Context: an optimization exercise on an open-source flow, tuned for small area, a short achievable clock period and few clock cycles per item. The choices shown serve that exercise and are no tape-out recipe.
For this run, only the layout was checked, not whether the RTL still works.
Power and IR drop assume default switching activity.

## flow/config.mk

```make
export PLATFORM = sky130hd
export DESIGN_NAME = proportional_text_layout_top
export DESIGN_NICKNAME = proportional_text_layout_top
export VERILOG_FILES = /design/flow/design.v
export SDC_FILE = /design/flow/constraint.sdc
export NUM_CORES = 4
export LEC_CHECK = 0
export CAP_MARGIN = 20
export CORE_MARGIN = 2
export CORE_UTILIZATION = 40
export SLEW_MARGIN = 20
```

## flow/constraint.sdc

```tcl
create_clock -name core_clock -period 5.0 [get_ports {clk}]
set_input_delay 1.0000 -clock core_clock [delete_from_list [all_inputs] [get_ports {clk}]]
set_output_delay 1.0000 -clock core_clock [all_outputs]
set_load 0.01 [all_outputs]
```

## flow/design.v

```verilog
package ptl_pkg;
	localparam int GLYPH_COUNT = 94;
	localparam int FIRST_CODE  = 33;
	localparam int COORD_BITS  = 16;
	localparam int GIDX_BITS = (GLYPH_COUNT > 1) ? $clog2(GLYPH_COUNT) : 1;
	localparam logic [7:0] CHAR_TAB   = 8'h09;
	localparam logic [7:0] CHAR_NL    = 8'h0A;
	localparam logic [7:0] CHAR_SPACE = 8'h20;
	localparam logic [7:0] CHAR_QMARK = 8'h3F;
	localparam logic [2:0] REG_LETTER = 3'd0;
	localparam logic [2:0] REG_WORD   = 3'd1;
	localparam logic [2:0] REG_LINE   = 3'd2;
	localparam logic [2:0] REG_TAB    = 3'd3;
	localparam logic [2:0] REG_START  = 3'd4;
	localparam logic [1:0] CLS_GLYPH = 2'd0;
	localparam logic [1:0] CLS_SPACE = 2'd1;   
	localparam logic [1:0] CLS_NL    = 2'd2;
	localparam logic [1:0] CLS_TAB   = 2'd3;
	function automatic logic [GIDX_BITS-1:0] glyph_of(input logic [7:0] code);
		if (code >= 8'(FIRST_CODE) && code < 8'(FIRST_CODE + GLYPH_COUNT)) begin
			glyph_of = GIDX_BITS'(code - 8'(FIRST_CODE));
		end else begin
			glyph_of = GIDX_BITS'(CHAR_QMARK - 8'(FIRST_CODE));
		end
	endfunction
endpackage
module ptl_div (
	input  logic [7:0] rem,
	input  logic       bit_in,
	input  logic [7:0] divisor,
	output logic [7:0] rem_next
);
	logic [8:0] trial;
	logic [9:0] diff;
	always_comb begin
		trial = {rem, bit_in};
		diff  = {1'b0, trial} - {2'b0, divisor};
		if (!diff[9]) begin
			rem_next = diff[7:0];
		end else begin
			rem_next = trial[7:0];
		end
	end
endmodule
module proportional_text_layout_top (
	input  logic                            clk,
	input  logic                            arst_n,
	input  logic                            in_valid,
	output logic                            in_ready,
	input  logic                            in_kind,
	input  logic                            in_first_of_text,
	input  logic [7:0]                      in_char_code,
	input  logic [6:0]                      in_width_slot,
	input  logic [7:0]                      in_width_value,
	output logic                            out_valid,
	input  logic                            out_ready,
	output logic [ptl_pkg::COORD_BITS-1:0] out_glyph_x,
	output logic [ptl_pkg::COORD_BITS-1:0] out_glyph_y,
	output logic [ptl_pkg::GIDX_BITS-1:0]  out_glyph_index,
	input  logic                            cfg_we,
	input  logic [2:0]                      cfg_index,
	input  logic [15:0]                     cfg_data
);
	localparam int CB = ptl_pkg::COORD_BITS;
	localparam int GB = ptl_pkg::GIDX_BITS;
	logic [7:0]  letter_q, word_q, line_q, tab_q;
	logic [15:0] start_row_q;
	always_ff @(posedge clk or negedge arst_n) begin
		if (!arst_n) begin
			letter_q    <= 8'd1;
			word_q      <= 8'd6;
			line_q      <= 8'd25;
			tab_q       <= 8'd28;
			start_row_q <= 16'd175;
		end else if (cfg_we) begin
			case (cfg_index)
				ptl_pkg::REG_LETTER: letter_q    <= cfg_data[7:0];
				ptl_pkg::REG_WORD:   word_q      <= cfg_data[7:0];
				ptl_pkg::REG_LINE:   line_q      <= cfg_data[7:0];
				ptl_pkg::REG_TAB:    tab_q       <= cfg_data[7:0];
				ptl_pkg::REG_START:  start_row_q <= cfg_data;
				default: ;
			endcase
		end
	end
	logic          s1_v, s1_load;
	logic [GB-1:0] s1_idx;
	logic [7:0]    s1_val;
	logic          sk_v, sk_load;
	logic [GB-1:0] sk_idx;
	logic [7:0]    sk_val;
	logic          accept;
	logic          in_keep;
	logic [GB-1:0] in_idx;
	logic [7:0]    in_val;
	logic [1:0]    in_cls;
	always_comb begin
		if (in_char_code == ptl_pkg::CHAR_SPACE)    in_cls = ptl_pkg::CLS_SPACE;
		else if (in_char_code == ptl_pkg::CHAR_NL)  in_cls = ptl_pkg::CLS_NL;
		else if (in_char_code == ptl_pkg::CHAR_TAB) in_cls = ptl_pkg::CLS_TAB;
		else                                        in_cls = ptl_pkg::CLS_GLYPH;
	end
	assign in_idx  = in_kind ? in_width_slot : ptl_pkg::glyph_of(in_char_code);
	assign in_val  = in_kind ? in_width_value : {5'd0, in_first_of_text, in_cls};
	assign in_keep = !in_kind || (in_width_slot < 7'(ptl_pkg::GLYPH_COUNT));
	logic [7:0] width_mem [ptl_pkg::GLYPH_COUNT];
	logic [7:0] rd_w;
	always_ff @(posedge clk) begin
		if (s1_v && s1_load) begin
			width_mem[s1_idx] <= s1_val;
		end
	end
	assign rd_w = width_mem[s1_idx];
	logic          s2_v, s2_first;
	logic [1:0]    s2_cls;
	logic [GB-1:0] s2_g;
	logic [7:0]    s2_w;
	logic [7:0]    s2_d;       
	logic [CB-1:0] s2_y;
	logic [CB-1:0] y_q;        
	logic          s1_first;
	logic [1:0]    s1_cls, s1_cls_eff;
	logic [7:0]    s1_d;
	logic [CB-1:0] s1_yb;
	logic [CB:0]   s1_ynl;
	assign s1_first = s1_val[2];
	assign s1_cls   = s1_val[1:0];
	always_comb begin
		s1_cls_eff = s1_cls;
		case (s1_cls)
			ptl_pkg::CLS_GLYPH: s1_d = letter_q;
			ptl_pkg::CLS_SPACE: s1_d = word_q;
			ptl_pkg::CLS_TAB: begin
				s1_d = tab_q;
				if (tab_q == 8'd0) s1_cls_eff = ptl_pkg::CLS_SPACE;
			end
			default: s1_d = line_q;
		endcase
	end
	assign s1_yb  = s1_first ? start_row_q : y_q;
	assign s1_ynl = {1'b0, s1_yb} + {9'd0, line_q};
	logic [CB-1:0] x_q;
	logic          z_q;        
	logic [7:0]    s_q;        
	logic          rv_q;
	logic          div_busy_q, div_done_q;
	logic [3:0]    div_cnt_q;
	logic          out_valid_q;
	logic [CB-1:0] out_x_q, out_y_q;
	logic [GB-1:0] out_idx_q;
	logic s2_glyph, s2_space, s2_nl, s2_tab;
	logic zb, tab_fast, tab_slow, out_block, s2_go, s2_free, s1_go, s1_free;
	assign s2_glyph = (s2_cls == ptl_pkg::CLS_GLYPH);
	assign s2_space = (s2_cls == ptl_pkg::CLS_SPACE);
	assign s2_nl    = (s2_cls == ptl_pkg::CLS_NL);
	assign s2_tab   = (s2_cls == ptl_pkg::CLS_TAB);
	assign zb        = s2_first || z_q;
	assign tab_fast  = zb || rv_q || div_done_q;
	assign tab_slow  = s2_v && s2_tab && !tab_fast;
	assign out_block = s2_glyph && out_valid_q && !out_ready;
	assign s2_go     = s2_v && !out_block && !tab_slow;
	assign s2_free   = !s2_v || s2_go;
	assign s1_go     = s1_v && (s1_load || s2_free);
	assign s1_free   = !s1_v || s1_go;
	assign in_ready = !sk_v && !(s1_v && !s1_load && tab_slow);
	assign accept   = in_valid && in_ready;
	logic [8:0]    op_a;
	logic [7:0]    op_b;
	logic [CB-1:0] x_adv, x_ctr, x_next;
	assign op_a = {1'b0, s2_tab ? s_q : s2_d};
	assign op_b = s2_glyph ? s2_w : 8'd0;
	logic [CB:0] t_adv, t_ctr;
	assign t_adv = {1'b0, x_q} + 17'(op_a) + 17'(op_b);
	assign t_ctr = {1'b0, x_q} + 17'(s2_d) + 17'(s2_w[7:1]);
	assign x_adv = t_adv[CB] ? {CB{1'b1}} : t_adv[CB-1:0];
	assign x_ctr = t_ctr[CB] ? {CB{1'b1}} : t_ctr[CB-1:0];
	always_comb begin
		if (s2_nl) begin
			x_next = '0;
		end else if (zb) begin
			x_next = s2_glyph ? CB'(s2_w) : CB'(s2_d);
		end else begin
			x_next = x_adv;
		end
	end
	logic [8:0] s_dd;
	logic [7:0] s_eff;
	logic [9:0] u0, u1, u2;
	logic [7:0] s_red;
	logic       s_ok;
	assign s_dd  = s2_glyph ? (zb ? {1'b0, s2_w} : {1'b0, s2_d} + {1'b0, s2_w}) : {1'b0, s2_d};
	assign s_eff = zb ? tab_q : s_q;
	assign u0    = {2'b0, s_eff} - {1'b0, s_dd};
	assign u1    = u0 + {2'b0, tab_q};
	assign u2    = u1 + {2'b0, tab_q};
	always_comb begin
		s_ok  = 1'b1;
		if (!u0[9] && u0 != 10'd0)      s_red = u0[7:0];
		else if (!u1[9] && u1 != 10'd0) s_red = u1[7:0];
		else if (!u2[9] && u2 != 10'd0) s_red = u2[7:0];
		else begin
			s_red = s_q;
			s_ok  = 1'b0;
		end
	end
	logic [7:0] div_rem_next;
	ptl_div u_div (
		.rem      (s_q),
		.bit_in   (x_q[4'd15 - div_cnt_q]),
		.divisor  (s2_d),
		.rem_next (div_rem_next)
	);
	always_ff @(posedge clk or negedge arst_n) begin
		if (!arst_n) begin
			s1_v        <= 1'b0;
			sk_v        <= 1'b0;
			s2_v        <= 1'b0;
			y_q         <= CB'(175);
			x_q         <= '0;
			z_q         <= 1'b1;
			s_q         <= 8'd28;
			rv_q        <= 1'b1;
			div_busy_q  <= 1'b0;
			div_done_q  <= 1'b0;
			div_cnt_q   <= '0;
			out_valid_q <= 1'b0;
		end else begin
			if (s1_free) begin
				if (sk_v) begin
					s1_v <= 1'b1;
					sk_v <= 1'b0;
				end else begin
					s1_v <= accept && in_keep;
				end
			end else if (accept && in_keep) begin
				sk_v <= 1'b1;
			end
			if (s2_free) begin
				s2_v <= s1_v && !s1_load;
				if (s1_v && !s1_load) begin
					if (s1_cls == ptl_pkg::CLS_NL) begin
						y_q <= s1_ynl[CB] ? {CB{1'b1}} : s1_ynl[CB-1:0];
					end else begin
						y_q <= s1_yb;
					end
				end
			end
			if (out_ready) begin
				out_valid_q <= 1'b0;
			end
			if (s2_go) begin
				x_q <= x_next;
				if (s2_glyph) begin
					out_valid_q <= 1'b1;
				end
				if (s2_nl) begin
					z_q  <= 1'b1;
					s_q  <= tab_q;
					rv_q <= 1'b1;
				end else if (s2_tab) begin
					z_q        <= 1'b0;
					s_q        <= tab_q;
					rv_q       <= (s2_d == tab_q);
					div_done_q <= 1'b0;
				end else begin
					z_q  <= zb && ((s2_glyph ? s2_w : s2_d) == 8'd0);
					s_q  <= s_red;
					rv_q <= (zb || rv_q) && s_ok;
				end
			end else if (tab_slow) begin
				if (!div_busy_q) begin
					div_busy_q <= 1'b1;
					div_cnt_q  <= '0;
					s_q        <= 8'd0;
				end else begin
					div_cnt_q <= div_cnt_q + 4'd1;
					if (div_cnt_q == 4'd15) begin
						div_busy_q <= 1'b0;
						div_done_q <= 1'b1;
						s_q        <= s2_d - div_rem_next;
					end else begin
						s_q <= div_rem_next;
					end
				end
			end
			if (cfg_we && cfg_index == ptl_pkg::REG_TAB) begin
				rv_q <= 1'b0;
			end
		end
	end
	always_ff @(posedge clk) begin
		if (s1_free) begin
			if (sk_v) begin
				s1_load <= sk_load;
				s1_idx  <= sk_idx;
				s1_val  <= sk_val;
			end else begin
				s1_load <= in_kind;
				s1_idx  <= in_idx;
				s1_val  <= in_val;
			end
		end else if (!sk_v) begin
			sk_load <= in_kind;
			sk_idx  <= in_idx;
			sk_val  <= in_val;
		end
		if (s2_free) begin
			s2_first <= s1_first;
			s2_cls   <= s1_cls_eff;
			s2_g     <= s1_idx;
			s2_w     <= rd_w;
			s2_d     <= s1_d;
			s2_y     <= s1_yb;
		end
		if (s2_go && s2_glyph) begin
			out_x_q   <= zb ? CB'(s2_w[7:1]) : x_ctr;
			out_y_q   <= s2_y;
			out_idx_q <= s2_g;
		end
	end
	assign out_valid       = out_valid_q;
	assign out_glyph_x     = out_x_q;
	assign out_glyph_y     = out_y_q;
	assign out_glyph_index = out_idx_q;
endmodule
```

## flow/run.sh

```bash
#!/bin/bash
# synth_recipe.tcl (not shown) runs the flow's synth.tcl, then flattens the netlist and writes it again
# the make line also repeats each setting of config.mk as NAME=value (left out here)
make -C /OpenROAD-flow-scripts/flow DESIGN_CONFIG=/design/flow/config.mk WORK_HOME=/design/flow/orfs CLKGATE_MAP_FILE= SYNTH_SCRIPT=/design/flow/synth_recipe.tcl finish
```

==> flow_summary.yaml <==
min_path:
  hp-class: "input port to asynchronous set/reset pin"
cts:
  clock_sinks: 965
  cts_tree: "done"
  clkSlewWorstSetupHoldPaths_ps: 60
  cts_made_buffers: 96
  cts_buffer_depth: 3
  hold_buffers: 0
  cts_root_buf: "clkbuf_16"
  htreeDepth: 3
  clkLatencyLatePin_ps: 690
place:
  dpl.hpwl_um: 75000
  portBuffers: 89
  place_ws_ps: -1060
  place_congestion: 0.908
pwr:
  intPower_w: 0.0235
  p_clk_frac: 0.189
  p_per_area_nw_per_um2: 762
  switching_share: 0.379
  power_switching_w: 0.0143
  comb_power_share: 0.534
  share_seq_of_total_power: 0.277
  ir_worst_vdd_mv: 1.49
  p_leak_nw: 17.4
synth:
  synth-edff-count: 865
  netlist_instances: 2903
  synth.area.top_cells: "edfxtp_1, a22oi_1, dfrtp_1, ha_1, mux2_2"
  syn_area_per_cell_um2: 14.3
  seq_area_frac_synth: 0.686
  synthArstFlopShare: 0.104
  yosysWarnings: 2
  synthTopCellsByCount: "edfxtp_1, a22oi_1, nor2_1"
  synth.most_common_cell: "edfxtp_1"
  synth.top_cell.area_share: 0.625
  yosys_most_used_dff: "edfxtp_1"
  syn-num-nets: 3058
  yosysTopAreaCell: "edfxtp_1"
  ys_ff_latch: 965
  syn_area_um2: 41500
  synth.distinct_cells: 87
sta:
  rsz0062_at_grt: "true"
  setup_ws_ps: -990
  report.final.slew_viol_count: 0
  relSlewSlack: 0.267
  fin_hold_ws_ps: 412
  period_share: 1.20
  fin_crit_ps: 5990
  finalClockSkew_ps: 57.5
  worst_slew_pin_slew_ps: 1100
  clock.fmax_mhz: 167
  finalSetupViolCount: 9
  final_hold_viol_count: 0
routing:
  first_pass_iters: 6
  vias: 27600
  avgRoutedWirePerCell_um: 24.6
  drt_wl_total_um: 116000
  drt_iter0_drc: 3080
  vias_per_cell: 5.83
  drcViolationCount: 0
  ant_nets: 0
run_status:
  so_faults: "negative setup slack"
  status: "finished with violations"
floorplanning:
  die_area_um2: 106000
  io_pins: 90
  die_w_um: 326
  fp-row-count: 118
  die_h_um: 326
  start_util: 0.403
  coreArea_um2: 103000
critical_path:
  ff2ff_path_depth: 27
  reg2reg_from: "s2_d[0]"
  required_ps: 5510
  critPathCaptureType: "flip-flop"
  crit_fanout: 4
  path_class: "flip-flop to flip-flop"
  worstSetupStartpointType: "flip-flop"
  rrSetupSlack_ps: -990
  arrival_ps: 6500
  timing.rr.end: "s_q[1]"
finish:
  final_util: 0.482
  syn_to_final_growth_pct: 19.7
  n_antenna_cell: 0
  drive_gt1_frac: 0.199
  nets: 3425
grt:
  grt_max_degree: 100
  track_usage: 0.214
  grt_pass1_vias: 27500
  antenna_found_initial: 1
  grt_overflow: 0
  grt_pass1_wl_um: 175000
flow_run:
  drv_cap: 0
timing repair:
action                     in CTS  in global routing
pin swaps                      24                 25
setup endpoints to repair       9                  9
buffers inserted               11                  3
resized for setup              18                 13
registers in the layout, summed over array words and instances (netlist names), 16 cells and up:
register	flops
out_x_q	16
out_y_q	16
s2_y	16
start_row_q	16
width_mem	752
x_q	16
y_q	16
worst max-delay path, stage by stage (launching register included):
cell	delay, ps
edfxtp_1	390
ha_2	220
fa_2	420
a211oi_4	280
nor2_2	80
o311ai_2	270
o21ai_1	110
ha_1	340
nand2_1	80
a211oi_2	280
nor2b_2	90
xnor2_2	280
ha_1	300
a221o_1	360
buf_6	140
nor3_4	170
nor2_4	80
ha_4	280
o21ai_0	90
nor2_1	190
o22ai_4	100
inv_1	60
a21oi_1	70
or4_1	490
nand3_2	150
a21oi_4	80
buf_6	140
mux2_4	290
final cells by class:
class	instances	area, um2
Fill cell	8784	53500
Sequential cell	965	28500
Multi-Input combinational cell	1674	12400
Timing Repair Buffer	431	3600
Clock buffer	118	2540
Tap cell	1380	1730
Clock inverter	61	621
Inverter	102	383
stage by stage:
| step | area, um2 | power, W | TNS [ps] | instances |
|---|---|---|---|---|
| floorplan | 41700 | 0.0215 | -5330 | 2903 |
| global placement | 46300 | 0.0290 | -7720 | 4539 |
| detailed placement | 46300 | 0.0294 | -9280 | 4539 |
| CTS | 49700 | 0.0374 | -7550 | 4729 |
| global route | 49700 | 0.0400 | -11450 | 4731 |
| finish | 49700 | 0.0379 | -8570 | 4731 |
cell usage in the layout (no fill, tap or decap), types with 74 or more instances in the layout:
cell type / Yosys / final
edfxtp_1: 865 / 865
buf_4: 0 / 327
a22oi_1: 253 / 253
nor2_1: 191 / 183
nand2_1: 144 / 143
o21ai_0: 128 / 126
inv_1: 101 / 101
clkbuf_16: 0 / 98
a21oi_1: 99 / 97
clkdlybuf4s50_1: 0 / 88
ha_1: 82 / 78
dfrtp_1: 74 / 74
worst max-delay path by stage:
stage / slack (ps) / endpoint / cells after the start / startpoint
floorplan: -650 / s_q[1] / 24 / s2_d[0]
global placement: -890 / s_q[1] / 25 / s2_d[0]
detailed placement: -1060 / s_q[0] / 27 / s2_d[0]
CTS: -860 / s_q[1] / 26 / s2_w[0]
global route: -1300 / s_q[7] / 26 / s2_d[0]
finish: -990 / s_q[1] / 27 / s2_d[0]
kinds of logic (layout without fill, tap and decap cells):
group / after synthesis / count (layout) / share of synthesized area
XOR/XNOR: 58 / 58 / 0.0122
AND/OR/NAND/NOR: 571 / 571 / 0.0646
adder cells (fa/ha/maj): 106 / 106 / 0.0363
flip-flops: 965 / 965 / 0.686
AO/OA/AOI/OAI: 819 / 819 / 0.141
multiplexers: 120 / 120 / 0.0353
buffers and inverters: 264 / 712 / 0.0241
power groups by stage:
stage / Sequential (W) / Combinational (W) / Clock (W)
global route: 0.0106 / 0.0219 / 0.00759
detailed placement: 0.0107 / 0.0187 / 0
floorplan: 0.0109 / 0.0106 / 0
CTS: 0.0105 / 0.0196 / 0.00726
finish: 0.0105 / 0.0202 / 0.00714
global placement: 0.0106 / 0.0184 / 0
per-layer routing:
layer	part of all wire	routed length, um	up-vias	track usage
li1	-	-	12200	-
met1	0.42	48900	14100	0.296
met2	0.49	56600	1124	0.354
met3	0.068	7890	190	0.0303
met4	0.025	2950	0	0.0616
met5	0	0	-	0

re-timing with driven ports:
Ports are ideal in the flow. The routed layout listed here was re-timed in OpenROAD.
Step 1 (the two cells are an assumption about what drives the block):
set clk [get_ports {clk}]
set_driving_cell -lib_cell sky130_fd_sc_hd__clkbuf_16 $clk
set_driving_cell -lib_cell sky130_fd_sc_hd__buf_2 [delete_from_list [all_inputs] $clk]
Step 2 adds t to the input delays and takes it off the output delays; t is the mean of the earliest and latest rising clock arrival at the registers after step 1. Input paths then give back, and output paths get back, about the clock's delay inside the block.
Three values: ideal, step 1, step 2; two values: the first two.
t, ns: 0.724
setup slack, ns: -0.990 / -0.990 / -0.990
hold WS [ns]: 0.412 / 0.374 / 0.419
worst register clock-pin slew, ns: 0.07 / 0.07
pins driven straight from the clock port: 1
The setup slack of this run moves by 0.000 ns with the drivers and by 0.000 ns with both steps.
